From an optimization exercise on the open Yosys and OpenROAD flow, aimed at small area and few clock cycles per item; shortcuts taken in it are not production practice.
RTL that was checked went through simulation tests only; none was proved equivalent to the original.
The RTL of runs 7 and 8 was laid out without a check of its function.
No activity file was given, so power comes from the tool's default toggle rates.

==> design/flow/design.v <==
package tbs_pkg;
  localparam int CountMax = 65535;
  localparam logic [15:0] CntMax = 16'(CountMax);
  localparam logic [15:0] PosMax = 16'hFFFF;
  localparam logic [30:0] SumMax = 31'h7FFF_FFFF;
  localparam logic [14:0] LowestReset = 15'h7FFF;
  localparam logic [14:0] NormalLimitReset = 15'd464;
  localparam logic [14:0] WarningLimitReset = 15'd704;
  localparam logic [14:0] CriticalLimitReset = 15'd944;
  localparam logic [14:0] TripLevelReset = 15'd720;
  typedef enum logic [1:0] {
    CfgNormalLimit = 2'd0,
    CfgWarningLimit = 2'd1,
    CfgCriticalLimit = 2'd2,
    CfgTripLevel = 2'd3
  } cfg_idx_e;
  typedef enum logic {
    ActSample = 1'b0,
    ActClear = 1'b1
  } action_e;
  typedef struct packed {
    logic              action;
    logic signed [15:0] sample;
  } in_t;
  typedef struct packed {
    logic [14:0] min_seen;
    logic [14:0] max_seen;
    logic [30:0] total;
    logic [15:0] skipped_count;
    logic [15:0] normal_count;
    logic [15:0] warning_count;
    logic [15:0] critical_count;
    logic [15:0] shutdown_count;
    logic        trip_seen;
    logic [15:0] trip_index;
  } out_t;
  typedef struct packed {
    logic [14:0] normal_limit;
    logic [14:0] warning_limit;
    logic [14:0] critical_limit;
    logic [14:0] trip_level;
  } cfg_t;
  localparam out_t StatsReset = {
    LowestReset,   
    15'd0,         
    31'd0,         
    16'd0,         
    16'd0,         
    16'd0,         
    16'd0,         
    16'd0,         
    1'b0,          
    16'd0          
  };
endpackage
import tbs_pkg::*;
module tbs_cfg_regs (
  input  logic        clk_i,
  input  logic        rst_ni,
  input  logic        cfg_we_i,
  input  logic [1:0]  cfg_idx_i,
  input  logic [14:0] cfg_data_i,
  output tbs_pkg::cfg_t        cfg_o
);
  tbs_pkg::cfg_t cfg_d;
  tbs_pkg::cfg_t cfg_q;
  always_comb begin
    cfg_d = cfg_q;
    if (cfg_we_i) begin
      unique case (cfg_idx_i)
        CfgNormalLimit:   cfg_d.normal_limit = cfg_data_i;
        CfgWarningLimit:  cfg_d.warning_limit = cfg_data_i;
        CfgCriticalLimit: cfg_d.critical_limit = cfg_data_i;
        CfgTripLevel:     cfg_d.trip_level = cfg_data_i;
        default:          cfg_d = cfg_q;
      endcase
    end
  end
  always_ff @(posedge clk_i or negedge rst_ni) begin
    if (!rst_ni) begin
      cfg_q <= {NormalLimitReset, WarningLimitReset, CriticalLimitReset, TripLevelReset};
    end else begin
      cfg_q <= cfg_d;
    end
  end
  assign cfg_o = cfg_q;
endmodule
import tbs_pkg::*;
module tbs_stats (
  input  logic clk_i,
  input  logic rst_ni,
  input  logic accept_i,
  input  tbs_pkg::in_t  in_data_i,
  input  tbs_pkg::cfg_t cfg_i,
  output tbs_pkg::out_t res_o
);
  logic        fresh_q;
  logic [14:0] min_q, max_q;
  logic [14:0] total_lo_q;
  logic [15:0] total_hi_q;
  logic [15:0] skip_q, norm_q, warn_q, crit_q, shut_q;
  logic        trip_q;
  logic [15:0] pidx_q;
  logic        clr_a, skip_a, smp_a, wipe;
  logic [14:0] t;
  logic        in_normal, in_warning, in_critical, trip_hit;
  logic        lt_min, gt_max;
  function automatic logic le15(input logic [14:0] a, input logic [14:0] b);
    logic r;
    r = 1'b1;
    for (int i = 0; i < 15; i++) r = (!a[i] && b[i]) || (!a[i] && r) || (b[i] && r);
    le15 = r;
  endfunction
  function automatic logic [15:0] cnt_next(input logic [15:0] v, input logic en,
                                           input logic wp);
    logic g, c;
    g = en && !(&v);
    c = g;
    for (int i = 0; i < 16; i++) begin
      if (i == 8) c = g && (&v[7:0]);
      cnt_next[i] = (i == 0) ? (wp ? en : v[i] ^ c) : (!wp && (v[i] ^ c));
      c = c && v[i];
    end
  endfunction
  assign t      = in_data_i.sample[14:0];
  assign clr_a  = accept_i && in_data_i.action;
  assign skip_a = accept_i && !in_data_i.action && in_data_i.sample[15];
  assign smp_a  = accept_i && !in_data_i.action && !in_data_i.sample[15];
  assign wipe   = clr_a || fresh_q;
  assign in_normal   = le15(t, cfg_i.normal_limit);
  assign in_warning  = le15(t, cfg_i.warning_limit);
  assign in_critical = le15(t, cfg_i.critical_limit);
  assign trip_hit    = le15(cfg_i.trip_level, t);
  assign lt_min      = !le15(min_q, t);
  assign gt_max      = !le15(t, max_q);
  logic [14:0] addend, lo_sum;
  logic        lo_c, ovf;
  always_comb begin
    logic c, c0, c1;
    logic [14:8] s0, s1;
    addend = smp_a ? t : 15'd0;
    c = 1'b0;
    for (int i = 0; i < 8; i++) begin
      lo_sum[i] = total_lo_q[i] ^ addend[i] ^ c;
      c = (total_lo_q[i] && addend[i]) || (c && (total_lo_q[i] ^ addend[i]));
    end
    c0 = 1'b0;
    c1 = 1'b1;
    for (int i = 8; i < 15; i++) begin
      s0[i] = total_lo_q[i] ^ addend[i] ^ c0;
      c0 = (total_lo_q[i] && addend[i]) || (c0 && (total_lo_q[i] ^ addend[i]));
      s1[i] = total_lo_q[i] ^ addend[i] ^ c1;
      c1 = (total_lo_q[i] && addend[i]) || (c1 && (total_lo_q[i] ^ addend[i]));
    end
    lo_sum[14:8] = (s1 & {7{c}}) | (s0 & {7{!c}});
    lo_c = (c1 & c) | (c0 & !c);
  end
  assign ovf = lo_c && (&total_hi_q) && !fresh_q;
  logic [15:0] hi_next;
  always_comb begin
    logic g, c;
    g = lo_c && !(&total_hi_q);
    c = g;
    for (int i = 0; i < 16; i++) begin
      if (i == 4)  c = g && (&total_hi_q[3:0]);
      if (i == 8)  c = g && (&total_hi_q[7:0]);
      if (i == 12) c = g && (&total_hi_q[11:0]);
      hi_next[i] = (i == 0) ? (fresh_q ? 1'b0 : total_hi_q[i] ^ c)
                            : (!fresh_q && (total_hi_q[i] ^ c));
      c = c && total_hi_q[i];
    end
  end
  always_ff @(posedge clk_i or negedge rst_ni) begin
    if (!rst_ni) begin
      fresh_q    <= 1'b1;
      total_lo_q <= '0;
      trip_q     <= 1'b0;
    end else begin
      if (accept_i) fresh_q <= 1'b0;
      if (clr_a) begin
        total_lo_q <= '0;
        trip_q     <= 1'b0;
      end else begin
        total_lo_q <= lo_sum | {15{ovf}};
        trip_q     <= trip_q || (smp_a && trip_hit);
      end
    end
  end
  always_ff @(posedge clk_i) begin
    if (smp_a && (fresh_q || lt_min)) min_q <= t;
    else if (wipe)                    min_q <= LowestReset;
    if (smp_a && (fresh_q || gt_max)) max_q <= t;
    else if (wipe)                    max_q <= '0;
    total_hi_q <= clr_a ? '0 : hi_next;
    skip_q <= clr_a ? '0 : cnt_next(skip_q, skip_a, fresh_q);
    norm_q <= clr_a ? '0 : cnt_next(norm_q, smp_a && in_normal, fresh_q);
    warn_q <= clr_a ? '0 : cnt_next(warn_q, smp_a && !in_normal && in_warning, fresh_q);
    crit_q <= clr_a ? '0 : cnt_next(crit_q, smp_a && !in_normal && !in_warning && in_critical,
                                    fresh_q);
    shut_q <= clr_a ? '0 : cnt_next(shut_q, smp_a && !in_normal && !in_warning && !in_critical,
                                    fresh_q);
    pidx_q <= clr_a ? '0 : cnt_next(pidx_q, (skip_a || smp_a) && !trip_q &&
                                    !(smp_a && trip_hit), fresh_q);
  end
  assign res_o = {min_q, max_q, total_hi_q, total_lo_q,
                  skip_q, norm_q, warn_q, crit_q, shut_q, trip_q, pidx_q & {16{trip_q}}};
endmodule
import tbs_pkg::*;
module tbs_out_reg (
  input  logic clk_i,
  input  logic rst_ni,
  input  logic in_valid_i,
  output logic in_ready_o,
  output logic accept_o,
  output logic out_valid_o,
  input  logic out_ready_i
);
  logic out_valid_q;
  assign in_ready_o = !out_valid_q || out_ready_i;
  assign accept_o   = in_valid_i && in_ready_o;
  always_ff @(posedge clk_i or negedge rst_ni) begin
    if (!rst_ni) begin
      out_valid_q <= 1'b0;
    end else if (in_ready_o) begin
      out_valid_q <= in_valid_i;
    end
  end
  assign out_valid_o = out_valid_q;
endmodule
import tbs_pkg::*;
module temperature_band_statistics (
  input  logic         clk_i,
  input  logic         rst_ni,
  input  logic         in_valid_i,
  output logic         in_ready_o,
  input  logic [16:0]  in_data_i,
  output logic         out_valid_o,
  input  logic         out_ready_i,
  output logic [157:0] out_data_o,
  input  logic         cfg_we_i,
  input  logic [1:0]   cfg_idx_i,
  input  logic [14:0]  cfg_data_i
);
  tbs_pkg::cfg_t cfg;
  tbs_pkg::in_t  in_data;
  tbs_pkg::out_t res;
  logic accept;
  assign in_data    = in_data_i;
  assign out_data_o = res;
  tbs_cfg_regs u_cfg (
    .clk_i,
    .rst_ni,
    .cfg_we_i,
    .cfg_idx_i,
    .cfg_data_i,
    .cfg_o (cfg)
  );
  tbs_out_reg u_out (
    .clk_i,
    .rst_ni,
    .in_valid_i,
    .in_ready_o,
    .accept_o (accept),
    .out_valid_o,
    .out_ready_i
  );
  tbs_stats u_stats (
    .clk_i,
    .rst_ni,
    .accept_i  (accept),
    .in_data_i (in_data),
    .cfg_i     (cfg),
    .res_o     (res)
  );
endmodule
==> design/flow/flow/run.sh <==
#!/bin/bash
# Own flow: the standard layout (standard.sh) with these changes.
#  2. Port buffers use the smallest buffer (buf_1) instead of the one buffer_ports picks.
#  3. The clock tree is built from small clock buffers, without dummy loads.
#  4. Timing-driven global placement does not keep its trial buffering.
#  5. After global routing, ORFS's power recovery downsizes non-critical cells, and
#     flow/post_grt.tcl repairs any slew/capacitance violation that leaves.
# Each tool's output goes to a log file of its own in this folder.
set -euo pipefail
HERE=$(pwd)
RES=$HERE/orfs/results/$FLOW_PLATFORM/temperature_band_statistics/base
YOSYS=${FLOW_HOME}/../tools/install/yosys/bin/yosys
[[ -x $YOSYS ]] || YOSYS=yosys

bash standard.sh synth > standard_synth.log 2>&1

cp $RES/1_2_yosys.v $HERE/synth_standard.v
LIB=${FLOW_HOME}/platforms/sky130hd/lib/sky130_fd_sc_hd__tt_025C_1v80.lib
sed -e "s|@LIB@|$LIB|g" -e "s|@IN@|$HERE/synth_standard.v|g" -e "s|@OUT@|$RES/1_2_yosys.v|g" \
    -e "s|@ABC@|$HERE/flow/area.abc|g" -e "s|@CONSTR@|$HERE/flow/abc.constr|g" \
    flow/remap.ys > remap_run.ys
$YOSYS -s remap_run.ys > remap.log 2>&1
rm -f $RES/1_synth.odb $RES/1_synth.sdc

# Timing-driven placement weights nets by timing but does not keep its trial buffering.
export GPL_KEEP_OVERFLOW=0
export BUFFER_PORTS_ARGS="-buffer_cell sky130_fd_sc_hd__buf_1"
export CTS_ARGS="-sink_clustering_enable -repair_clock_nets -dont_use_dummy_load -buf_list sky130_fd_sc_hd__clkbuf_4 -sink_clustering_size 10 -sink_clustering_max_diameter 40"
# Downsize non-critical cells after global routing (ORFS power recovery).
export RECOVER_POWER=100
# ... then fix any slew/cap violation it leaves (flow/post_grt.tcl).
export POST_GLOBAL_ROUTE_TCL=$HERE/flow/post_grt.tcl
bash standard.sh > standard_make.log 2>&1
==> design/flow/flow/abc.constr <==
set_driving_cell sky130_fd_sc_hd__buf_1
set_load 5
==> design/flow/flow/area.abc <==
strash
dc2
rewrite -z
refactor -z
&get -n
&dch -f
&nf -R 1000
&put
==> design/flow/flow/post_grt.tcl <==
# After ORFS's power recovery (which downsizes cells and may leave slew or capacitance
# violations, e.g. on the reset tree), repair slew/cap again and re-route the nets
# that changed, then rewrite the route guides for detailed routing.
log_cmd estimate_parasitics -global_routing
log_cmd global_route -start_incremental
log_cmd repair_design -slew_margin 20 -cap_margin 20 -verbose
log_cmd detailed_placement
log_cmd global_route -end_incremental
log_cmd estimate_parasitics -global_routing
report_check_types -max_slew -max_capacitance -violators
write_guides $::env(RESULTS_DIR)/route.guide
==> design/flow/flow/remap.ys <==
# Map the combinational logic of the standard synthesis again; registers stay as they are.
read_liberty -ignore_miss_func @LIB@
read_verilog @IN@
hierarchy -check -top temperature_band_statistics
blackbox sky130_fd_sc_hd__df* sky130_fd_sc_hd__edf* sky130_fd_sc_hd__sdf* sky130_fd_sc_hd__dl*
flatten
rename -hide w:*.*
opt_clean
opt -fast
abc -script @ABC@ -liberty @LIB@ -dont_use *lpflow* -dont_use *probe_p* -dont_use *probec_p* -constr @CONSTR@ -D 4000
setundef -zero
splitnets
opt_clean -purge
hilomap -singleton -hicell sky130_fd_sc_hd__conb_1 HI -locell sky130_fd_sc_hd__conb_1 LO
insbuf -buf sky130_fd_sc_hd__buf_4 A X
opt_clean -purge
rename -hide w:*$func$*
stat -liberty @LIB@
write_verilog -noattr -nohex -nodec @OUT@
==> design/flow/standard.sh <==
#!/bin/bash
# synth_recipe.tcl (not shown) runs the flow's synth.tcl, then flattens the netlist and writes it again
# the make line also repeats each setting of config.mk as NAME=value (left out here)
make -C /OpenROAD-flow-scripts/flow DESIGN_CONFIG=/design/flow/config.mk WORK_HOME=/design/flow/orfs CLKGATE_MAP_FILE= SYNTH_SCRIPT=/design/flow/synth_recipe.tcl "${@:-finish}"
==> design/flow/config.mk <==
export PLATFORM = sky130hd
export DESIGN_NAME = temperature_band_statistics
export DESIGN_NICKNAME = temperature_band_statistics
export VERILOG_FILES = /design/flow/design.v
export SDC_FILE = /design/flow/constraint.sdc
export NUM_CORES = 4
export LEC_CHECK = 0
export CAP_MARGIN = 20
export CORE_MARGIN = 2
export CORE_UTILIZATION = 55
export SLEW_MARGIN = 20
==> design/flow/constraint.sdc <==
create_clock -name core_clock -period 6.0 [get_ports {clk_i}]
set_input_delay 1.2000 -clock core_clock [delete_from_list [all_inputs] [get_ports {clk_i}]]
set_output_delay 1.2000 -clock core_clock [all_outputs]
set_load 0.01 [all_outputs]
==> results of run 1 <==
## metrics by stage
| stage | std cells | power (mW) |
|---|---|---|
| after global placement | 1404 | 2.12 |
| after floorplan | 982 | 1.98 |
| final | 1448 | 2.85 |
| after detailed placement | 1409 | 2.13 |
| after CTS | 1444 | 2.88 |
## state kept, by name, indices dropped and copies added, names as in the netlist, 16 cells and up
signal	count
u_stats.total_hi_q	16
u_stats.norm_q	16
u_stats.shut_q	16
u_stats.crit_q	16
u_stats.pidx_q	16
u_cfg.cfg_q	60
u_stats.skip_q	16
u_stats.warn_q	16
## power groups by stage
| stage | combinational (mW) | clock, mW | sequential (mW) |
|---|---|---|---|
| 6_report | 0.381 | 0.751 | 1.72 |
| 4_1_cts | 0.385 | 0.779 | 1.72 |
| 3_5_place_dp | 0.383 | 0 | 1.75 |
| 3_3_place_gp | 0.370 | 0 | 1.75 |
| 2_1_floorplan | 0.244 | 0 | 1.74 |
## layer usage
metal / up-vias / global-route usage / wire length, µm
li1: 4150 / - / -
met1: 3970 / 0.334 / 10500
met2: 238 / 0.412 / 11200
met3: 48 / 0.0664 / 1690
met4: 0 / 0.0793 / 574
met5: - / 0 / 0
## final cells by class
class | instances | area share
flip-flops and latches | 220 | 0.465
multi-input cells | 729 | 0.400
repair buffers | 206 | 0.0751
well taps | 225 | 0.0256
clock buffers | 35 | 0.0239
inverters | 32 | 0.0109
diodes | 1 | 0.000227
## placed cells by master (no fill, tap or decap), drive strengths merged, types with 13 or more instances in the layout
cell type  count
clkinv        32
and2          30
dfxtp        112
a21oi        123
nor2          92
nand3         14
and3          48
nand4         24
buf          201
a22oi         19
nor3          44
nand2         53
clkbuf        40
xor2          13
o21ai         85
dfstp         17
o22ai         28
dfrtp         61
mux2          50
edfxtp        30
## tightest hold or removal path, cell delays in order, from the launching register on
cell	delay [ns]
dfstp_2	0.38
clkinv_1	0.05
a21oi_1	0.05
## worst min path at each step
stage | slack (ns) | start | end | cells past startpoint
after detailed placement | 0.46 | u_cfg.cfg_q[36] | u_cfg.cfg_q[36] | 2
after floorplan | 0.45 | u_cfg.cfg_q[36] | u_cfg.cfg_q[36] | 2
after CTS | 0.48 | u_cfg.cfg_q[36] | u_cfg.cfg_q[36] | 2
after global placement | 0.46 | u_cfg.cfg_q[36] | u_cfg.cfg_q[36] | 2
final | 0.47 | u_cfg.cfg_q[36] | u_cfg.cfg_q[36] | 2
==> results.tsv, run 1 <==
metric	value	unit
status	timing/DRC/antenna clean	
combinational power share	0.133	
final wirelength	23900	µm
worst-case reg-to-reg path depth	31	
Clk pwr share	0.263	
maximum clock path buffer count	3	
setup ws final	0.633	ns
overall global routing resource usage	0.254	
first-pass GRT wire length	37400	µm
Worst slew margin	0.340	
CTS H-tree lvls	2	
post_cts resized	0	
final clock skew	0.0483	ns
Critical Path RT	6.55	ns
Max VDD drop	0.170	mV
initial antenna violation count	1	
CP Buf/Inv Count	2	
Hold Vio Cnt, Final	0	
CORE AREA	0.0172	mm²
Port Buffer Count	198	
CP endpoint kind	flip-flop	
setup slack, reg-to-reg	0.89	ns
dpl hpwl	17100	µm
Critical-path top delay cell	nor2b_1	
# clock sinks	220	
maxcap violations	0	
GPL Wtd Cong	0.832	
cell count along the critical path	32	
Post-Syn Instances	982	
Reg2Reg Launch Point	u_out.out_valid_q	
CTS tree	done	
Vias	8406	
crit path to	u_stats.total_hi_q[13]	
clock buffer count from CTS	35	
area occupied by multi-input gates	0.00440	mm²
fill cell count	1566	
P_int	2.06	mW
Hold WS	0.475	ns
remaining antenna violation count	0	
R2R Path End	u_stats.total_hi_q[13]	
Yosys warnings	3	
First-pass DRT Iterations	4	
clk slew on worst S/H paths	0.11	ns
remaining routing DRC violations	0	
syn_area_per_cell	9.76	µm²
number of DRC markers in iteration 0	447	
Critical Path Max Stage Delay	0.29	ns
# Post-CTS Setup Buffers	0	
Worst Hold Class	flip-flop to flip-flop	
Setup crit start	out_ready_i	
die height	136	µm
DP Area	0.0107	mm²
# hold bufs at CTS	0	
largest net degree at the start of global routing	60	
insertion delay of the later-clocked pin in the worst-skew pair	0.62	ns
share of cells above drive strength 1	0.0573	
die footprint	0.0185	mm²
crit-path max FO	25	
leak pwr	4.08	nW
Setup CP Type	input pin to flip-flop	
area grow syn2layout	14.9	%
Final Instance Area	0.0110	mm²
PD cells	259	mW/mm²
Most common cell on crit path	nor2_1	
Switching Power	0.797	mW
sequential cell area	0.00512	mm²
cell row count	48	
# nets final	1263	
f_max	186	MHz
Switching Fraction	0.279	
fin crit share	0.895	
Initial Utilization	0.558	
vias in the first global route	7447	
WL/cell	16.5	µm
setup TNS	0	ns
Worst setup SP type	input pin	
total grt overflow	0	
Vias/cell	5.81	
pre-CTS setup slack	-0.535	ns
Post-Route Utilization	0.641	
Finish-stage setup viols	0	
worst-margin pin slew	0.988	ns
CP top delay family	simple AND/OR/NAND/NOR gates	
Die Wd	136	µm
Ports	199	
max-slew violations	0	
Root Driver	clkbuf_4	
WP data arrival	5.91	ns
Reg power frac	0.603	
syn_nets	1021	
post-layout minimum cycle time	5.37	ns
Cell Area, Synth	0.00959	mm²
Testbench counts, summed over its fixed seeds: cycles 32,008, items 32,000.
==> run 2, diff against run 1 <==
--- a/design/flow/config.mk
+++ b/design/flow/config.mk
@@ -7,5 +7,5 @@
 export LEC_CHECK = 0
 export CAP_MARGIN = 20
 export CORE_MARGIN = 2
-export CORE_UTILIZATION = 55
+export CORE_UTILIZATION = 85
 export SLEW_MARGIN = 20
==> run 2 against run 1 <==
Against the previous run: the run now fails in global placement (3_3_place_gp); synthesized cell count did not move; area after synthesis unchanged.
==> results.tsv, run 2 <==
metric	value	unit	change
Post-Syn Instances	982		unchanged
Ports	199		unchanged
syn_area_per_cell	9.76	µm²	unchanged
Cell Area, Synth	0.00959	mm²	unchanged
die height	110	µm	-19%
Die Wd	110	µm	-19%
Halt Stage	global placement (3_3_place_gp)		
Yosys warnings	3		unchanged
syn_nets	1021		unchanged
Port Buffer Count	198		unchanged
Initial Utilization	0.877		+0.319
tool error	[ERROR GPL-0301] Utilization 104.201 % exceeds 100%.		
status	did not finish		
cell row count	38		-21%
==> run 3, diff against run 2 <==
--- a/design/flow/config.mk
+++ b/design/flow/config.mk
@@ -7,5 +7,5 @@
 export LEC_CHECK = 0
 export CAP_MARGIN = 20
 export CORE_MARGIN = 2
-export CORE_UTILIZATION = 85
+export CORE_UTILIZATION = 65
 export SLEW_MARGIN = 20
==> run 3 against run 2 <==
Against the previous run: now clean on timing, DRC and antenna; area after synthesis is the same; synthesized cell count did not move.
==> results.tsv, run 3 <==
metric	value	unit	change
status	timing/DRC/antenna clean		
fin crit share	0.915		
Biggest register	u_cfg.cfg_q		
first-pass GRT wire length	39000	µm	
# Post-CTS Setup Buffers	0		
final wirelength	23800	µm	
Overall Power	2.81	mW	
Post-Syn Instances	982		unchanged
share of cells above drive strength 1	0.0549		
setup TNS	0	ns	
Setup CP Type	input pin to flip-flop		
die height	125	µm	+14%
PD cells	257	mW/mm²	
Worst setup SP type	input pin		
Hold Vio Cnt, Final	0		
largest net degree at the start of global routing	60		
routed wl met3	1780	µm	
most common cell after layout, fill and taps aside	buf_1		
Post-Route Utilization	0.755		
remaining routing DRC violations	0		
CTS tree	done		
Port Buffer Count	198		unchanged
CP top delay family	simple AND/OR/NAND/NOR gates		
GPL Wtd Cong	0.864		
non-filler cells, final	1405		
commonest non-fill, non-tap cells in the layout	buf_1 (196), a21oi_1 (123), dfxtp_1 (112)		
routed wl met2	11000	µm	
# nets final	1261		
Vias/cell	6.08		
final clock skew	0.108	ns	
maximum clock path buffer count	3		
R2R Path End	u_stats.total_hi_q[13]		
f_max	182	MHz	
Die Wd	125	µm	+14%
Finish-stage setup viols	0		
syn_area_per_cell	9.76	µm²	unchanged
cell count along the critical path	32		
total grt overflow	0		
clk slew on worst S/H paths	0.10	ns	
Cell Area, Synth	0.00959	mm²	unchanged
Worst Hold Class	flip-flop to flip-flop		
Setup crit start	out_ready_i		
cell row count	44		+16%
setup slack, reg-to-reg	0.72	ns	
Vias	8542		
Reg2Reg Launch Point	u_out.out_valid_q		
insertion delay of the later-clocked pin in the worst-skew pair	0.70	ns	
crit-path max FO	8		
CORE AREA	0.0145	mm²	
syn_nets	1021		unchanged
Top Metal Used	met4		
maxcap violations	0		
worst-margin pin slew	0.949	ns	
WP data arrival	6.06	ns	
crit path to	u_stats.total_hi_q[13]		
area grow syn2layout	14.0	%	
Yosys warnings	3		unchanged
WL/cell	17.0	µm	
dpl hpwl	17000	µm	
post_cts resized	0		
overall global routing resource usage	0.297		
leak pwr	4.06	nW	
clock buffer count from CTS	31		
fill cell count	1123		
# hold bufs at CTS	0		
number of DRC markers in iteration 0	492		
Post-Place Cells	1367		
Root Driver	clkbuf_4		
vias in the first global route	7924		
Max VDD drop	0.149	mV	
die footprint	0.0157	mm²	
First-pass DRT Iterations	5		
Critical-path top delay cell	nor2b_1		
Critical Path Max Stage Delay	0.29	ns	
Critical Path RT	6.57	ns	
# clock sinks	220		
max reg flops	60		
Initial Utilization	0.662		-0.215
Worst slew margin	0.365		
CTS H-tree lvls	1		
Most common cell on crit path	nor2_1		
Ports	199		unchanged
max-slew violations	0		
CP Buf/Inv Count	2		
initial antenna violation count	1		
post-layout minimum cycle time	5.49	ns	
met1 WL	10400	µm	
CP endpoint kind	flip-flop		
remaining antenna violation count	0		
worst-case reg-to-reg path depth	31		
run 3: layout make-up:
type | instances | area [µm²] | share of cell area
Sequential cell | 220 | 5120 | 0.468
Multi-Input combinational cell | 731 | 4410 | 0.404
Antenna cell | 1 | 2.50 | 0.000229
Timing Repair Buffer | 206 | 820 | 0.0750
Tap cell | 184 | 230 | 0.0211
Inverter | 32 | 120 | 0.0110
Clock buffer | 31 | 233 | 0.0213
run 3: metal layers:
layer	vias to the layer above	track usage
met1	4026	0.402
met2	316	0.479
met3	58	0.0638
met5	-	0
li1	4142	-
met4	0	0.101
run 3: worst min-delay path by stage:
| stage | endpoint | start | cells after the start | slack (ns) |
|---|---|---|---|---|
| 3_5_place_dp | u_cfg.cfg_q[36] | u_cfg.cfg_q[36] | 2 | 0.47 |
| 3_3_place_gp | u_cfg.cfg_q[36] | u_cfg.cfg_q[36] | 2 | 0.46 |
| 2_1_floorplan | u_cfg.cfg_q[36] | u_cfg.cfg_q[36] | 2 | 0.45 |
| 4_1_cts | u_cfg.cfg_q[36] | u_cfg.cfg_q[36] | 2 | 0.48 |
| 6_report | u_cfg.cfg_q[36] | u_cfg.cfg_q[36] | 2 | 0.48 |
run 3: tightest hold or removal path, cell delays in order (launching register included):
cell and delay [ns]:
dfstp_2 0.37, clkinv_1 0.06, a21oi_1 0.06
run 3: where the power goes:
part | internal (mW) | switching, mW
Combinational | 0.160 | 0.226
Clock | 0.236 | 0.464
Sequential | 1.63 | 0.0966
run 3: through the flow:
step                hold WS (ns)  instance area, µm²  worst slack, ns
finish                     0.484               10900            0.510
detailed placement         0.468               10700           -0.948
floorplan                  0.446                9610           0.0527
CTS                        0.479               10900            0.167
global placement           0.459               10600           -0.773
==> run 4, diff against run 3 <==
==> design/flow/flow/area.abc (replaced) <==
strash
dc2
rewrite -z
refactor -z
&get -n
&deepsyn -T 60
&dch -f
&nf -R 1000
&put
--- a/design/flow/config.mk
+++ b/design/flow/config.mk
@@ -7,5 +7,5 @@
 export LEC_CHECK = 0
 export CAP_MARGIN = 20
 export CORE_MARGIN = 2
-export CORE_UTILIZATION = 65
+export CORE_UTILIZATION = 75
 export SLEW_MARGIN = 20
==> run 4 against run 3 <==
Against the previous run: combinational power rose by 13%; global-route usage rose by 3.2 points; critical path depth fell by 8; final cell count fell by 0.21%; register-to-register slack got worse by 0.17 ns; hold slack improved by 0.015 ns; cell area fell by 0.15%; clock skew fell by 0.063 ns; core utilization rose by 12 points; worst setup slack got worse by 0.21 ns.
==> results.tsv, run 4 <==
metric	value	unit	change
most common cell after layout, fill and taps aside	buf_1		
Worst setup SP type	input pin		
Ports	199		unchanged
maximum clock path buffer count	3		unchanged
Post-Syn Instances	991		+0.92%
Hold EP	u_cfg.cfg_q[45]		
initial antenna violation count	0		-1
largest net degree at the start of global routing	37		-38%
CTS H-tree lvls	1		unchanged
R2R Path End	u_stats.crit_q[15]		
clock buffer count from CTS	31		unchanged
non-filler cells, final	1402		-0.21%
CTS tree	done		
syn_area_per_cell	9.63	µm²	-1.4%
remaining antenna violation count	0		unchanged
# clock sinks	220		unchanged
clk slew on worst S/H paths	0.10	ns	about the same
total grt overflow	0		unchanged
GPL Wtd Cong	0.923		+6.9%
status	timing/DRC/antenna clean		
# Post-CTS Setup Buffers	0		unchanged
hold_sp	u_cfg.cfg_q[45]		
number of DRC markers in iteration 0	976		+98%
maxcap violations	0		unchanged
Biggest register	u_cfg.cfg_q		
antenna cell count	0		-1
Worst slew margin	0.324		-0.0415
crit-path max FO	7		-1
PD cells	263	mW/mm²	+2.4%
final clock skew	0.0457	ns	-0.0626 ns
vias in the first global route	7626		-3.8%
Die Wd	117	µm	-6.9%
Worst Hold Class	flip-flop to flip-flop		
final wirelength	23900	µm	+0.21%
share of cells above drive strength 1	0.0650		+0.0101
WL/cell	17.0	µm	+0.42%
f_max	175	MHz	-3.7%
Vias	8735		+2.3%
# nets final	1271		+0.79%
setup TNS	0	ns	unchanged
Post-Place Cells	1366		-0.073%
DP Area	0.0106	mm²	-0.42%
worst-case reg-to-reg path depth	23		-26%
Critical Path RT	6.54	ns	-0.03 ns
leak pwr	4.14	nW	+2.0%
Final Instance Area	0.0109	mm²	-0.15%
die height	117	µm	-6.9%
Reg2Reg Launch Point	u_cfg.cfg_q[15]		
Vias/cell	6.23		+2.5%
post_cts resized	0		unchanged
Finish-stage setup viols	0		unchanged
max reg flops	60		unchanged
dpl hpwl	17200	µm	+1.3%
Cell Area, Synth	0.00954	mm²	-0.48%
Hold Vio Cnt, Final	0		unchanged
WP data arrival	6.24	ns	+0.18 ns
cell row count	41		-6.8%
CORE AREA	0.0125	mm²	-14%
worst-margin pin slew	1.01	ns	+0.0620 ns
hold path cells	1		-1
# hold bufs at CTS	0		unchanged
fin crit share	0.950		+0.0350
setup slack, reg-to-reg	0.55	ns	-0.17 ns
insertion delay of the later-clocked pin in the worst-skew pair	0.64	ns	-0.06 ns
Yosys warnings	3		unchanged
Setup CP Type	input pin to flip-flop		
commonest non-fill, non-tap cells in the layout	buf_1 (194), dfxtp_1 (112), nor2_1 (103)		
syn_nets	1030		+0.88%
Initial Utilization	0.762		+0.100
Max VDD drop	0.225	mV	+51%
area grow syn2layout	14.4	%	
first-pass GRT wire length	35900	µm	-8.0%
max-slew violations	0		unchanged
CP endpoint kind	flip-flop		
First-pass DRT Iterations	5		unchanged
remaining routing DRC violations	0		unchanged
die footprint	0.0136	mm²	-13%
Root Driver	clkbuf_4		
overall global routing resource usage	0.329		+0.0323
Port Buffer Count	198		unchanged
post-layout minimum cycle time	5.70	ns	+0.210 ns
## run 4: metrics by stage
| stage | hold WS [ns] | power (mW) | utilization | worst slack (ns) |
|---|---|---|---|---|
| floorplan | 0.447 | 2.02 | - | 0.0853 |
| global placement | 0.455 | 2.15 | 0.838 | -0.614 |
| detailed placement | 0.465 | 2.19 | 0.849 | -0.639 |
| CTS | 0.482 | 2.85 | 0.867 | 0.0310 |
| finish | 0.499 | 2.87 | 0.872 | 0.300 |
## run 4: worst max path at each step
stage	end	slack [ns]	from	cells past startpoint
after floorplan	u_stats.crit_q[15]	0.09	in_data_i[1]	23
after global placement	u_stats.crit_q[15]	-0.61	in_data_i[4]	23
after detailed placement	u_stats.crit_q[14]	-0.64	in_data_i[4]	22
after CTS	u_stats.crit_q[14]	0.03	in_data_i[4]	22
final	u_stats.crit_q[15]	0.30	in_data_i[0]	24
## run 4: layout make-up
class / count / area (µm²)
Clock buffer: 31 / 233
Fill cell: 711 / 1600
Inverter: 33 / 138
Multi-Input combinational cell: 737 / 4340
Sequential cell: 220 / 5120
Tap cell: 172 / 215
Timing Repair Buffer: 209 / 873
## run 4: critical path: stages
cell and delay [ns]:
clkbuf_4 0.16, nand2b_1 0.07, maj3_1 0.37, a21oi_1 0.14, o21ai_0 0.12, a222oi_1 0.34, o22ai_1 0.15, a222oi_1 0.33
o2bb2ai_1 0.13, maj3_1 0.37, maj3_1 0.36, maj3_1 0.38, maj3_2 0.34, nand2_2 0.10, nor2_1 0.06, and3_1 0.23
and3_1 0.22, and3_4 0.19, and3_1 0.20, and2_1 0.19, and4_4 0.21, and3_4 0.20, a21oi_1 0.15, nor2_1 0.05
## run 4: power breakdown
group	switching [mW]	internal (mW)	leakage, nW
logic	0.257	0.181	1.93
clock network	0.458	0.236	0.143
registers	0.108	1.63	2.07
## run 4: routing by layer
| layer | global-route usage | share of wire | up-vias |
|---|---|---|---|
| met5 | 0 | 0 | - |
| met4 | 0.111 | 0.033 | 0 |
| met3 | 0.0402 | 0.081 | 69 |
| met2 | 0.546 | 0.48 | 412 |
| met1 | 0.457 | 0.41 | 4118 |
| li1 | - | - | 4136 |
==> run 5, diff against run 4 <==
==> design/flow/flow/area.abc (replaced) <==
strash
dc2
rewrite -z
refactor -z
&get -n
&dch -f
&nf -R 1000
&put
==> run 5 against run 4 <==
Against the previous run: first-iteration DRC count down 7.6%; global-route usage up 2.1 points; non-clock buffer count down 3; critical endpoint is now u_stats.total_hi_q[13]; largest cell class unchanged; largest power group unchanged; highest routed layer unchanged.
==> results.tsv, run 5 <==
metric	value	unit	change
Setup crit start	out_ready_i		
Post-Syn Instances	982		-0.91%
antenna cell count	0		unchanged
fin crit share	0.903		-0.0470
# nets final	1256		-1.2%
post-layout minimum cycle time	5.42	ns	-0.282 ns
setup ws final	0.582	ns	+0.282 ns
status	timing/DRC/antenna clean		
CP endpoint kind	flip-flop		
worst-case reg-to-reg path depth	31		+35%
overall global routing resource usage	0.350		+0.0209
f_max	185	MHz	+5.2%
Hold WS	0.487	ns	-0.0125 ns
total grt overflow	0		unchanged
maxcap violations	0		unchanged
Ports	199		unchanged
WL/cell	17.6	µm	+3.3%
Max VDD drop	0.164	mV	-27%
CP top delay family	simple AND/OR/NAND/NOR gates		
die footprint	0.0137	mm²	+0.47%
most common cell after layout, fill and taps aside	buf_1		
Worst slew margin	0.336		+0.0123
CTS tree	done		
Vias	8753		+0.21%
# hold bufs at CTS	0		unchanged
non-filler cells, final	1387		-1.1%
number of DRC markers in iteration 0	902		-7.6%
hold_sp	u_cfg.cfg_q[36]		
insertion delay of the later-clocked pin in the worst-skew pair	0.66	ns	+0.02 ns
Critical-path top delay cell	a21oi_1		
Reg2Reg Launch Point	u_out.out_valid_q		
hold path cells	2		+1
first-pass GRT wire length	38300	µm	+6.8%
Port Buffer Count	198		unchanged
Critical Path RT	6.58	ns	+0.04 ns
final clock skew	0.0513	ns	+0.00558 ns
share of cells above drive strength 1	0.0527		-0.0124
vias in the first global route	7904		+3.6%
setup slack, reg-to-reg	0.81	ns	+0.26 ns
dpl hpwl	17200	µm	+0.34%
Post-Place Cells	1356		-0.73%
commonest non-fill, non-tap cells in the layout	buf_1 (195), a21oi_1 (122), dfxtp_1 (112)		
Most common cell on crit path	nor2_1		
clock buffer count from CTS	28		-9.7%
leak pwr	4.04	nW	-2.5%
crit-path max FO	23		+16
Die Wd	117	µm	+0.24%
# clock sinks	220		unchanged
area grow syn2layout	13.5	%	
Final Instance Area	0.0109	mm²	-0.36%
CP Buf/Inv Count	2		+1
remaining routing DRC violations	0		unchanged
GPL Wtd Cong	0.845		-8.4%
worst-margin pin slew	0.993	ns	-0.0184 ns
Initial Utilization	0.763		about the same
CTS H-tree lvls	1		unchanged
max-slew violations	0		unchanged
R2R Path End	u_stats.total_hi_q[13]		
final wirelength	24400	µm	+2.2%
DP Area	0.0107	mm²	+0.42%
die height	117	µm	+0.24%
Critical Path Max Stage Delay	0.26	ns	-0.12 ns
maximum clock path buffer count	3		unchanged
PD cells	256	mW/mm²	-2.5%
pre-CTS setup slack	-0.584	ns	+0.0549 ns
Setup CP Type	input pin to flip-flop		
Overall Power	2.79	mW	-2.9%
Root Driver	clkbuf_4		
Cell Area, Synth	0.00959	mm²	+0.49%
remaining antenna violation count	0		unchanged
CORE AREA	0.0126	mm²	+0.41%
post_cts resized	0		unchanged
initial antenna violation count	0		unchanged
First-pass DRT Iterations	7		+2
clk slew on worst S/H paths	0.10	ns	about the same
Hold EP	u_cfg.cfg_q[36]		
fill cell count	717		+0.84%
Hold Vio Cnt, Final	0		unchanged
WP data arrival	6.00	ns	-0.24 ns
Worst setup SP type	input pin		
Worst Hold Class	flip-flop to flip-flop		
syn_nets	1021		-0.87%
max reg flops	60		unchanged
cell row count	41		unchanged
largest net degree at the start of global routing	60		+62%
Finish-stage setup viols	0		unchanged
# Post-CTS Setup Buffers	0		unchanged
Yosys warnings	3		unchanged
Biggest register	u_cfg.cfg_q		
Vias/cell	6.31		+1.3%
syn_area_per_cell	9.76	µm²	+1.4%
[run 5: worst max-delay path by stage]
stage                                   endpoint  slack (ns)  depth (start not counted)
after detailed placement  u_stats.total_hi_q[13]       -0.58                         32
after global placement    u_stats.total_hi_q[14]       -0.79                         30
after floorplan           u_stats.total_hi_q[12]        0.05                         30
final                     u_stats.total_hi_q[13]        0.58                         32
after CTS                 u_stats.total_hi_q[13]        0.07                         32
[run 5: worst reg2reg max path, delay by kind of cell (launching register included)]
kind,cells,cell delay (ns)
simple gates,23,3.21
buf+inv,1,0.22
flops,1,0.39
compound gates,7,1.30
[run 5: power by group]
| group | total [mW] | internal [mW] | switching [mW] | leakage, nW |
|---|---|---|---|---|
| registers | 1.72 | 1.63 | 0.0978 | 2.07 |
| clock network | 0.669 | 0.214 | 0.455 | 0.129 |
| logic | 0.394 | 0.160 | 0.235 | 1.84 |
[run 5: layout make-up]
cell class / instances / area, µm² / area share
flip-flops and latches: 220 / 5120 / 0.470
multi-input cells: 729 / 4400 / 0.404
well taps: 172 / 215 / 0.0198
clock buffers: 28 / 210 / 0.0193
repair buffers: 206 / 817 / 0.0751
inverters: 32 / 120 / 0.0110
[run 5: layer usage]
layer  GRT usage  part of all wire  wire [µm]  vias up
met5           0                 0          0        -
met4       0.133             0.034        821        0
met3      0.0896             0.093       2270       76
met2       0.566              0.48      11600      424
met1       0.459              0.40       9720     4123
li1            -                 -          -     4130
[run 5: through the flow]
step	TNS (ns)	utilization
after floorplan	0	-
after global placement	-8.46	0.840
after detailed placement	-4.11	0.849
after CTS	0	0.866
final	0	0.866
==> run 6, diff against run 5 <==
--- a/design/flow/flow/run.sh
+++ b/design/flow/flow/run.sh
@@ -25,7 +25,7 @@
 # Timing-driven placement weights nets by timing but does not keep its trial buffering.
 export GPL_KEEP_OVERFLOW=0
 export BUFFER_PORTS_ARGS="-buffer_cell sky130_fd_sc_hd__buf_1"
-export CTS_ARGS="-sink_clustering_enable -repair_clock_nets -dont_use_dummy_load -buf_list sky130_fd_sc_hd__clkbuf_4 -sink_clustering_size 10 -sink_clustering_max_diameter 40"
+export CTS_ARGS="-sink_clustering_enable -repair_clock_nets -dont_use_dummy_load -buf_list {sky130_fd_sc_hd__clkbuf_2 sky130_fd_sc_hd__clkbuf_4} -sink_clustering_size 8 -sink_clustering_max_diameter 30"
 # Downsize non-critical cells after global routing (ORFS power recovery).
 export RECOVER_POWER=100
 # ... then fix any slew/cap violation it leaves (flow/post_grt.tcl).
--- a/design/flow/config.mk
+++ b/design/flow/config.mk
@@ -7,5 +7,5 @@
 export LEC_CHECK = 0
 export CAP_MARGIN = 20
 export CORE_MARGIN = 2
-export CORE_UTILIZATION = 75
+export CORE_UTILIZATION = 65
 export SLEW_MARGIN = 20
==> run 6 against run 5 <==
Against the previous run: register-to-register slack worse by 0.03 ns; core utilization down 10 points; critical path depth unchanged; via count down 1.7%; clock power up 22%; critical path type unchanged; largest cell class unchanged.
==> results.tsv, run 6 <==
metric	value	unit	change
status	timing/DRC/antenna clean		
remaining antenna violation count	0		unchanged
Port Buffer Count	198		unchanged
Biggest register	u_cfg.cfg_q		
Post-Syn Instances	982		unchanged
# Post-CTS Setup Buffers	0		unchanged
CORE AREA	0.0145	mm²	+15%
commonest non-fill, non-tap cells in the layout	buf_1 (196), a21oi_1 (123), dfxtp_1 (112)		
largest net degree at the start of global routing	60		unchanged
# clock sinks	220		unchanged
setup slack, reg-to-reg	0.78	ns	-0.03 ns
Die Wd	125	µm	+7.2%
sequential cell area	0.00512	mm²	unchanged
syn_nets	1021		unchanged
f_max	181	MHz	-1.7%
initial antenna violation count	1		+1
Most common cell on crit path	nor2_1		
leak pwr	4.12	nW	+2.0%
Worst setup SP type	input pin		
Vias/cell	6.07		-3.8%
Post-Route Utilization	0.762		-0.104
Hold WS	0.480	ns	-0.00712 ns
Final Instance Area	0.0110	mm²	+1.4%
Critical Path RT	6.56	ns	-0.02 ns
Root Driver	clkbuf_4		
Max VDD drop	0.151	mV	-8.2%
non-filler cells, final	1417		+2.2%
max reg flops	60		unchanged
syn_area_per_cell	9.76	µm²	unchanged
Setup CP Type	input pin to flip-flop		
final wirelength	23900	µm	-1.9%
dpl hpwl	17000	µm	-1.6%
Ports	199		unchanged
CP endpoint kind	flip-flop		
Worst slew margin	0.359		+0.0231
post-layout minimum cycle time	5.51	ns	+0.0954 ns
Critical Path Max Stage Delay	0.30	ns	+0.04 ns
most common cell after layout, fill and taps aside	buf_1		
clk slew on worst S/H paths	0.08	ns	-0.02 ns
maxcap violations	0		unchanged
WP data arrival	6.07	ns	+0.07 ns
# nets final	1273		+1.4%
Hold Vio Cnt, Final	0		unchanged
hold path cells	2		unchanged
max-slew violations	0		unchanged
GPL Wtd Cong	0.864		+2.2%
cell row count	44		+7.3%
post_cts resized	0		unchanged
area occupied by multi-input gates	0.00442	mm²	+0.40%
insertion delay of the later-clocked pin in the worst-skew pair	0.65	ns	about the same
die height	125	µm	+7.2%
total grt overflow	0		unchanged
Post-Place Cells	1367		+0.81%
final clock skew	0.0627	ns	+0.0114 ns
CTS H-tree lvls	2		+1
Finish-stage setup viols	0		unchanged
Critical-path top delay cell	nor2b_1		
Worst Hold Class	flip-flop to flip-flop		
worst-case reg-to-reg path depth	31		unchanged
worst-margin pin slew	0.958	ns	-0.0346 ns
maximum clock path buffer count	3		unchanged
area grow syn2layout	15.0	%	
vias in the first global route	8022		+1.5%
first-pass GRT wire length	39300	µm	+2.5%
DP Area	0.0107	mm²	unchanged
fin crit share	0.919		+0.0159
# hold bufs at CTS	0		unchanged
remaining routing DRC violations	0		unchanged
crit-path max FO	8		-65%
overall global routing resource usage	0.303		-0.0476
Yosys warnings	3		unchanged
Initial Utilization	0.662		-0.101
PD cells	265	mW/mm²	+3.5%
fill cell count	1108		+55%
WL/cell	16.9	µm	-4.0%
die footprint	0.0157	mm²	+15%
number of DRC markers in iteration 0	596		-34%
First-pass DRT Iterations	5		-2
share of cells above drive strength 1	0.0641		+0.0114
clock buffer count from CTS	43		+54%
CTS tree	done		
Vias	8603		-1.7%
Cell Area, Synth	0.00959	mm²	unchanged
[run 6: where the power goes]
part,switching [mW],internal (mW)
sequential,0.0963,1.63
clock,0.488,0.328
combinational,0.226,0.160
[run 6: worst max-delay path, delay by kind of cell]
family / cells / cell delay, ns
buf+inv: 2 / 0.25
compound gates: 7 / 1.40
simple gates: 23 / 3.20
[run 6: through the flow]
stage	power, mW	setup slack, ns	TNS, ns
6_report	2.93	0.487	0
4_1_cts	2.94	0.145	0
3_5_place_dp	2.14	-0.948	-11.36
3_3_place_gp	2.11	-0.773	-17.71
2_1_floorplan	1.98	0.0527	0
[run 6: metal layers]
layer	global-route usage	routed length, µm
met1	0.402	10300
met2	0.483	11100
met3	0.0697	1790
met4	0.125	714
met5	0	0
[run 6: path summary, 6_finish.rpt]
kind	from	end
setup / recovery	out_ready_i	u_stats.total_hi_q[13]
hold / removal	u_cfg.cfg_q[36]	u_cfg.cfg_q[36]
setup reg to reg	u_out.out_valid_q	u_stats.total_hi_q[13]
hold reg to reg	u_cfg.cfg_q[36]	u_cfg.cfg_q[36]
max in group asynchronous	rst_ni	u_cfg.cfg_q[5]
min in group asynchronous	rst_ni	u_cfg.cfg_q[33]
[run 6: layout make-up]
cell class / instances / area share
clock buffers: 43 / 0.0293
inverters: 32 / 0.0109
diodes: 1 / 0.000227
repair buffers: 206 / 0.0743
multi-input cells: 731 / 0.400
well taps: 184 / 0.0209
flip-flops and latches: 220 / 0.464
==> run 7, diff against run 6 <==
--- a/design/flow/design.v
+++ b/design/flow/design.v
@@ -133,7 +133,8 @@
   assign trip_hit    = le15(cfg_i.trip_level, t);
   assign lt_min      = !le15(min_q, t);
   assign gt_max      = !le15(t, max_q);
-  logic [14:0] addend, lo_sum;
+  logic [14:0] addend, lo_sum, lo_cur;
+  assign lo_cur = total_lo_q & {15{!fresh_q}};
   logic        lo_c, ovf;
   always_comb begin
     logic c, c0, c1;
@@ -141,16 +142,16 @@
     addend = smp_a ? t : 15'd0;
     c = 1'b0;
     for (int i = 0; i < 8; i++) begin
-      lo_sum[i] = total_lo_q[i] ^ addend[i] ^ c;
-      c = (total_lo_q[i] && addend[i]) || (c && (total_lo_q[i] ^ addend[i]));
+      lo_sum[i] = lo_cur[i] ^ addend[i] ^ c;
+      c = (lo_cur[i] && addend[i]) || (c && (lo_cur[i] ^ addend[i]));
     end
     c0 = 1'b0;
     c1 = 1'b1;
     for (int i = 8; i < 15; i++) begin
-      s0[i] = total_lo_q[i] ^ addend[i] ^ c0;
-      c0 = (total_lo_q[i] && addend[i]) || (c0 && (total_lo_q[i] ^ addend[i]));
-      s1[i] = total_lo_q[i] ^ addend[i] ^ c1;
-      c1 = (total_lo_q[i] && addend[i]) || (c1 && (total_lo_q[i] ^ addend[i]));
+      s0[i] = lo_cur[i] ^ addend[i] ^ c0;
+      c0 = (lo_cur[i] && addend[i]) || (c0 && (lo_cur[i] ^ addend[i]));
+      s1[i] = lo_cur[i] ^ addend[i] ^ c1;
+      c1 = (lo_cur[i] && addend[i]) || (c1 && (lo_cur[i] ^ addend[i]));
     end
     lo_sum[14:8] = (s1 & {7{c}}) | (s0 & {7{!c}});
     lo_c = (c1 & c) | (c0 & !c);
@@ -173,24 +174,17 @@
   always_ff @(posedge clk_i or negedge rst_ni) begin
     if (!rst_ni) begin
       fresh_q    <= 1'b1;
-      total_lo_q <= '0;
       trip_q     <= 1'b0;
     end else begin
       if (accept_i) fresh_q <= 1'b0;
-      if (clr_a) begin
-        total_lo_q <= '0;
-        trip_q     <= 1'b0;
-      end else begin
-        total_lo_q <= lo_sum | {15{ovf}};
-        trip_q     <= trip_q || (smp_a && trip_hit);
-      end
+      if (clr_a) trip_q <= 1'b0;
+      else       trip_q <= trip_q || (smp_a && trip_hit);
     end
   end
   always_ff @(posedge clk_i) begin
-    if (smp_a && (fresh_q || lt_min)) min_q <= t;
-    else if (wipe)                    min_q <= LowestReset;
-    if (smp_a && (fresh_q || gt_max)) max_q <= t;
-    else if (wipe)                    max_q <= '0;
+    min_q <= (smp_a && (fresh_q || lt_min)) ? t : (min_q | {15{wipe}});
+    max_q <= (smp_a && (fresh_q || gt_max)) ? t : (max_q & {15{!wipe}});
+    total_lo_q <= clr_a ? '0 : (lo_sum | {15{ovf}});
     total_hi_q <= clr_a ? '0 : hi_next;
     skip_q <= clr_a ? '0 : cnt_next(skip_q, skip_a, fresh_q);
     norm_q <= clr_a ? '0 : cnt_next(norm_q, smp_a && in_normal, fresh_q);
==> design/flow/flow/run.sh (replaced) <==
#!/bin/bash
set -euo pipefail
HERE=$(pwd)
RES=$HERE/orfs/results/$FLOW_PLATFORM/temperature_band_statistics/base
YOSYS=${FLOW_HOME}/../tools/install/yosys/bin/yosys
[[ -x $YOSYS ]] || YOSYS=yosys

bash standard.sh synth > standard_synth.log 2>&1

cp $RES/1_2_yosys.v $HERE/synth_standard.v
LIB=${FLOW_HOME}/platforms/sky130hd/lib/sky130_fd_sc_hd__tt_025C_1v80.lib
sed -e "s|@LIB@|$LIB|g" -e "s|@IN@|$HERE/synth_standard.v|g" -e "s|@OUT@|$RES/1_2_yosys.v|g" \
    -e "s|@ABC@|$HERE/flow/area.abc|g" -e "s|@CONSTR@|$HERE/flow/abc.constr|g" \
    flow/remap.ys > remap_run.ys
$YOSYS -s remap_run.ys > remap.log 2>&1
rm -f $RES/1_synth.odb $RES/1_synth.sdc

export BUFFER_PORTS_ARGS="-buffer_cell sky130_fd_sc_hd__buf_1"
export CTS_ARGS="-sink_clustering_enable -repair_clock_nets -dont_use_dummy_load -buf_list sky130_fd_sc_hd__clkbuf_8 -sink_clustering_size 20 -sink_clustering_max_diameter 60"
bash standard.sh > standard_make.log 2>&1
==> design/flow/flow/area.abc (replaced) <==
strash
dc2
&get -n
&dch -f
&nf -R 1000
&put
--- a/design/flow/config.mk
+++ b/design/flow/config.mk
@@ -7,5 +7,5 @@
 export LEC_CHECK = 0
 export CAP_MARGIN = 20
 export CORE_MARGIN = 2
-export CORE_UTILIZATION = 65
+export CORE_UTILIZATION = 40
 export SLEW_MARGIN = 20
removed: design/flow/flow/post_grt.tcl
==> run 7 against run 6 <==
Against the previous run: flip-flop and latch count unchanged; sequential power about the same; largest power group unchanged; still clean; highest routed layer is now met5; register-to-register slack improved by 0.13 ns; critical path depth decreased by 6; global-route usage decreased by 9.9 points; worst setup slack got worse by 0.0053 ns; final cell count increased by 15%; fmax about the same; clock power increased by 3.1%; critical endpoint is now u_stats.crit_q[14]; hold slack improved by 0.0055 ns; combinational power increased by 27%.
==> results.tsv, run 7 <==
metric	value	unit	change
syn_area_per_cell	9.15	µm²	-6.2%
Post-Syn Instances	1051		+7.0%
met3 Use GR	0.0438		-0.0260
# Post-CTS Setup Buffers	0		unchanged
leak pwr	4.35	nW	+5.6%
First-pass DRT Iterations	5		unchanged
status	timing/DRC/antenna clean		
Cell Area, Synth	0.00962	mm²	+0.34%
Hold Vio Cnt, Final	0		unchanged
Initial Utilization	0.409		-0.254
CTS tree	done		
DP Area	0.0111	mm²	+4.2%
final clock skew	0.0551	ns	-0.00762 ns
global-route met1 utilization	0.273		-0.129
number of DRC markers in iteration 0	539		-9.6%
most common cell after layout, fill and taps aside	buf_1		
Hold WS	0.485	ns	+0.00549 ns
Critical Path RT	6.46	ns	-0.10 ns
commonest non-fill, non-tap cells in the layout	buf_1 (197), dfxtp_1 (157), a21oi_1 (109)		
Ports	199		unchanged
PD cells	268	mW/mm²	+1.1%
f_max	181	MHz	about the same
WL/cell	16.2	µm	-4.4%
clk slew on worst S/H paths	0.07	ns	about the same
# nets final	1352		+6.2%
Die Wd	159	µm	+27%
max reg flops	60		unchanged
initial antenna violation count	1		unchanged
Worst setup SP type	input pin		
Worst Hold Class	flip-flop to flip-flop		
# clock sinks	220		unchanged
Setup CP Type	input pin to flip-flop		
area grow syn2layout	18.9	%	
vias in the first global route	8238		+2.7%
max-slew violations	0		unchanged
GPL Wtd Cong	0.803		-7.1%
CTS H-tree lvls	1		-1
insertion delay of the later-clocked pin in the worst-skew pair	0.57	ns	-0.08 ns
Vias	8706		+1.2%
die footprint	0.0253	mm²	+61%
Switching Fraction	0.290		+0.0131
maxcap violations	0		unchanged
combinational power share	0.160		+0.028
remaining antenna violation count	0		unchanged
# hold bufs at CTS	0		unchanged
clock buffer count from CTS	23		-47%
CORE AREA	0.0235	mm²	+63%
Final Instance Area	0.0114	mm²	+3.7%
syn_nets	1090		+6.8%
die height	159	µm	+27%
crit-path max FO	4		-4
total grt overflow	0		unchanged
overall global routing resource usage	0.203		-0.0995
Worst slew margin	0.314		-0.0450
Finish-stage setup viols	0		unchanged
WP data arrival	5.98	ns	-0.09 ns
share of cells above drive strength 1	0.0686		+0.00453
Biggest register	u_cfg.cfg_q		
Reg power frac	0.566		-0.023
fill cell count	2376		+110%
CP endpoint kind	flip-flop		
worst-margin pin slew	1.03	ns	+0.0704 ns
Yosys warnings	3		unchanged
remaining routing DRC violations	0		unchanged
Switching Power	0.890	mW	+9.8%
Port Buffer Count	198		unchanged
maximum clock path buffer count	3		unchanged
Max VDD drop	0.195	mV	+30%
Clk pwr share	0.274		-0.005
Vias/cell	5.34		-12%
antenna cell count	0		-1
Root Driver	clkbuf_8		
P_int	2.18	mW	+3.0%
setup slack, reg-to-reg	0.91	ns	+0.13 ns
first-pass GRT wire length	42800	µm	+9.0%
post-layout minimum cycle time	5.52	ns	+0.00529 ns
dpl hpwl	19100	µm	+12%
GR Util met2	0.338		-0.145
gr busiest metal	met2		
RSZ-0062 raised after global routing	false		
final wirelength	26300	µm	+10%
fin crit share	0.920		about the same
largest net degree at the start of global routing	77		+28%
cell row count	56		+27%
==> run 7: final cells by class <==
type	count	area, µm²	share of cell area
multi-input cells	795	4810	0.420
flip-flops and latches	220	4740	0.414
repair buffers	238	1040	0.0913
well taps	319	399	0.0349
clock buffers	23	317	0.0277
inverters	35	131	0.0115
==> run 7: worst paths after layout <==
check | start | to | cells after the start
worst min register to register | u_cfg.cfg_q[7] | u_cfg.cfg_q[7] | 2
worst max-delay path | in_data_i[1] | u_stats.crit_q[14] | 26
worst min-delay path | u_cfg.cfg_q[7] | u_cfg.cfg_q[7] | 2
worst max register to register | u_cfg.cfg_q[31] | u_stats.crit_q[14] | 24
min in group asynchronous | rst_ni | u_cfg.cfg_q[16] | 2
max in group asynchronous | rst_ni | u_cfg.cfg_q[57] | 2
==> run 7: power groups by stage <==
stage	combinational, mW	clock, mW	sequential (mW)
2_1_floorplan	0.302	0	1.76
3_3_place_gp	0.483	0	1.76
3_5_place_dp	0.489	0	1.77
4_1_cts	0.492	0.869	1.74
5_1_grt	0.552	0.920	1.76
6_report	0.491	0.841	1.74
==> run 7: critical path, cell delays in order <==
cell	delay (ns)
buf_1	0.09
clkinv_1	0.12
o22ai_1	0.16
o21ai_0	0.11
maj3_1	0.38
maj3_1	0.36
maj3_1	0.36
maj3_1	0.36
maj3_1	0.36
o21ai_0	0.08
a21oi_1	0.10
o22ai_1	0.14
o21ai_0	0.14
a2bb2oi_2	0.19
nand2_1	0.09
nor2_1	0.12
and3_1	0.18
and3_1	0.15
and3_1	0.17
and3_1	0.17
and2_0	0.15
and3_1	0.18
and3_1	0.17
and3_1	0.21
o21ai_0	0.09
a21oi_1	0.14
==> run 7: layer usage <==
metal / routed length [µm] / share of wire
met5: 13 / 0.00049
met3: 1690 / 0.064
met1: 12100 / 0.46
met4: 399 / 0.015
met2: 12100 / 0.46
==> run 7: repair_timing <==
action | 4_1_cts | 5_1_grt
hold endpoints to repair | 0 | 0
setup endpoints to repair | 0 | 1
resized for setup | 0 | 1
==> run 7: per-stage QoR <==
stage	setup TNS, ns	cells	worst slack [ns]	util	power (mW)
after floorplan	0	1051	0.0144	-	2.06
after global placement	-0.0713	1607	-0.0475	0.472	2.25
after detailed placement	-0.209	1607	-0.0764	0.472	2.26
after CTS	0	1630	0.463	0.486	3.10
after global routing	0	1630	0.0407	0.486	3.23
final	0	1630	0.481	0.486	3.07
==> run 8, diff against run 7 <==
--- a/design/flow/flow/run.sh
+++ b/design/flow/flow/run.sh
@@ -16,5 +16,5 @@
 rm -f $RES/1_synth.odb $RES/1_synth.sdc
 
 export BUFFER_PORTS_ARGS="-buffer_cell sky130_fd_sc_hd__buf_1"
-export CTS_ARGS="-sink_clustering_enable -repair_clock_nets -dont_use_dummy_load -buf_list sky130_fd_sc_hd__clkbuf_8 -sink_clustering_size 20 -sink_clustering_max_diameter 60"
+export CTS_ARGS="-sink_clustering_enable -repair_clock_nets -dont_use_dummy_load -buf_list sky130_fd_sc_hd__clkbuf_4 -sink_clustering_size 10 -sink_clustering_max_diameter 40"
 bash standard.sh > standard_make.log 2>&1
==> design/flow/flow/area.abc (replaced) <==
strash
dc2
rewrite -z
refactor -z
&get -n
&dch -f
&nf -R 1000
&put
==> run 8 against run 7 <==
Against the previous run: critical path type unchanged; synthesized cell count fell by 1.0%; count of clock-buffer cells in the layout increased by 14; combinational power rose by 4.9%; largest power group unchanged; highest routed layer is now met4; core utilization is 0.40 points lower; area after synthesis is 0.74% lower; via count shrank 0.57%; flip-flop and latch count stayed put.
==> results.tsv, run 8 <==
metric	value	unit	change
final clock skew	0.0547	ns	-0.000364 ns
initial antenna violation count	1		unchanged
insertion delay of the later-clocked pin in the worst-skew pair	0.63	ns	+0.06 ns
Max VDD drop	0.0879	mV	-55%
fin crit share	0.900		-0.0200
syn_area_per_cell	9.18	µm²	+0.31%
setup slack, reg-to-reg	0.86	ns	-0.05 ns
Vias/cell	5.30		-0.76%
dpl hpwl	18700	µm	-1.9%
clk slew on worst S/H paths	0.09	ns	+0.02 ns
Cell Area, Synth	0.00955	mm²	-0.74%
Vias	8656		-0.57%
share of cells above drive strength 1	0.0777		+0.00903
GPL Wtd Cong	0.799		-0.47%
Hold Vio Cnt, Final	0		unchanged
# hold bufs at CTS	0		unchanged
post-layout minimum cycle time	5.40	ns	-0.120 ns
max-slew violations	0		unchanged
Reg power frac	0.575		+0.009
vias in the first global route	7889		-4.2%
crit-path max FO	6		+2
CTS H-tree lvls	2		+1
Port Buffer Count	198		unchanged
f_max	185	MHz	+2.2%
max reg flops	60		unchanged
Worst setup SP type	input pin		
total grt overflow	0		unchanged
DP Area	0.0110	mm²	-0.96%
die footprint	0.0251	mm²	-0.72%
final wirelength	25700	µm	-2.5%
area grow syn2layout	18.5	%	
combinational power share	0.169		+0.009
Ports	199		unchanged
maximum clock path buffer count	3		unchanged
PD cells	269	mW/mm²	+0.19%
Post-Route Utilization	0.482		-0.00404
Yosys warnings	3		unchanged
Clk pwr share	0.256		-0.018
Initial Utilization	0.407		-0.00182
# clock sinks	220		unchanged
CTS tree	done		
syn_nets	1079		-1.0%
worst-margin pin slew	0.978	ns	-0.0508 ns
Root Driver	clkbuf_4		
clock buffer count from CTS	37		+61%
post_cts resized	0		unchanged
first-pass GRT wire length	40300	µm	-5.8%
Switching Power	0.904	mW	+1.6%
Hold WS	0.460	ns	-0.0253 ns
Finish-stage setup viols	0		unchanged
cell row count	56		unchanged
maxcap violations	0		unchanged
Final Instance Area	0.0113	mm²	-1.1%
CP endpoint kind	flip-flop		
most common cell after layout, fill and taps aside	buf_1		
Setup CP Type	input pin to flip-flop		
CORE AREA	0.0235	mm²	-0.30%
remaining routing DRC violations	0		unchanged
Biggest register	u_cfg.cfg_q		
Die Wd	159	µm	-0.36%
RSZ-0062 raised after global routing	false		
WL/cell	15.7	µm	-2.7%
Post-Syn Instances	1040		-1.0%
Worst slew margin	0.346		+0.0319
number of DRC markers in iteration 0	549		+1.9%
commonest non-fill, non-tap cells in the layout	buf_1 (197), dfxtp_1 (157), o21ai_0 (117)		
First-pass DRT Iterations	6		+1
WP data arrival	5.94	ns	-0.04 ns
P_int	2.14	mW	-2.0%
# nets final	1354		+0.15%
setup TNS	0	ns	unchanged
Switching Fraction	0.297		+0.00742
Critical Path RT	6.54	ns	+0.08 ns
die height	159	µm	-0.36%
# Post-CTS Setup Buffers	0		unchanged
status	timing/DRC/antenna clean		
largest net degree at the start of global routing	64		-17%
Worst Hold Class	flip-flop to flip-flop		
leak pwr	4.30	nW	-1.1%
remaining antenna violation count	0		unchanged
overall global routing resource usage	0.201		-0.00261
==> run 8: area by class of cell <==
class	count	area, µm²
Timing Repair Buffer	237	1050
Multi-Input combinational cell	782	4700
Sequential cell	220	4740
Antenna cell	1	2.50
Inverter	37	139
Clock buffer	37	278
Tap cell	319	399
Fill cell	2362	12200
==> run 8: per-stage QoR <==
| step | power (mW) | instances | worst slack (ns) |
|---|---|---|---|
| global route | 3.22 | 1633 | 0.165 |
| detailed placement | 2.30 | 1594 | -0.0976 |
| CTS | 3.08 | 1631 | 0.563 |
| finish | 3.04 | 1633 | 0.602 |
| floorplan | 2.08 | 1040 | 0.00567 |
| global placement | 2.28 | 1594 | -0.0417 |
==> run 8: metal layers <==
metal | share of wire | up-vias | wire length (µm) | global-route usage
li1 | - | 4380 | - | -
met1 | 0.47 | 4067 | 12200 | 0.269
met2 | 0.46 | 180 | 11900 | 0.331
met3 | 0.044 | 29 | 1130 | 0.0381
met4 | 0.017 | 0 | 432 | 0.0553
met5 | 0 | - | 0 | 0
==> run 8: critical path: stages <==
cell and delay [ns]:
buf_1 0.10, clkinv_1 0.10, buf_4 0.17, maj3_1 0.35, maj3_1 0.36, o21ai_0 0.10, a21oi_1 0.09, a221oi_1 0.21
o21ai_0 0.16, a222oi_1 0.34, a2bb2oi_1 0.20, nor3_1 0.07, a221oi_1 0.34, nand3_1 0.17, nor2b_1 0.24, o31a_1 0.20
and2_0 0.15, and3_1 0.15, and3_1 0.17, and3_1 0.17, and3_1 0.17, and3_1 0.17, and2_0 0.14, and3_1 0.22
o21ai_0 0.09, a21oi_1 0.11
==> run 8: worst paths after layout <==
kind,startpoint,end,cells past startpoint
max in group asynchronous,rst_ni,u_cfg.cfg_q[58],2
worst max-delay path,in_data_i[1],u_stats.crit_q[14],26
min in group asynchronous,rst_ni,u_cfg.cfg_q[30],2
worst min register to register,u_cfg.cfg_q[6],u_cfg.cfg_q[6],2
worst min-delay path,u_cfg.cfg_q[6],u_cfg.cfg_q[6],2
worst max register to register,u_cfg.cfg_q[45],u_stats.crit_q[14],27
==> run 8: power groups by stage <==
| stage | sequential [mW] | combinational, mW | clock [mW] |
|---|---|---|---|
| 6_report | 1.75 | 0.515 | 0.778 |
| 5_1_grt | 1.77 | 0.576 | 0.879 |
| 4_1_cts | 1.75 | 0.520 | 0.815 |
| 3_5_place_dp | 1.78 | 0.518 | 0 |
| 3_3_place_gp | 1.77 | 0.510 | 0 |
| 2_1_floorplan | 1.77 | 0.311 | 0 |

what the ideal ports hide:
How much do the figures lean on ideal ports? The routed layouts below were timed once more, with nothing changed but the port constraints. Step 1: set_driving_cell puts a clkbuf_16 on clk_i and a buf_2 on each other input, an assumption about the parent block. Step 2 times the ports against the registers' clock, not the clock port: input delays grow and output delays shrink by t, the midpoint of the rising clock arrivals with the driver on. Slacks: ideal / step 1 / step 2; pairs: ideal / step 1.
run | shift t [ns] | slack for setup (ns) | worst data-port slew with drivers (ns)
run 1 | 0.633 | 0.633 / 0.648 / 0.015 | 0.06
run 3 | 0.683 | 0.510 / 0.522 / -0.161 | 0.05
run 4 | 0.657 | 0.300 / 0.294 / -0.363 | 0.06
run 5 | 0.674 | 0.582 / 0.567 / -0.108 | 0.06
run 6 | 0.657 | 0.487 / 0.501 / -0.156 | 0.05
run 7 | 0.574 | 0.481 / 0.499 / -0.075 | 0.08
run 8 | 0.635 | 0.602 / 0.620 / -0.016 | 0.07
Met with ideal ports but missed after step 2: setup timing in 6 of these runs. The setup slack of run 5, which loses most, moves by -0.015 ns with the drivers and by -0.690 ns with both steps.
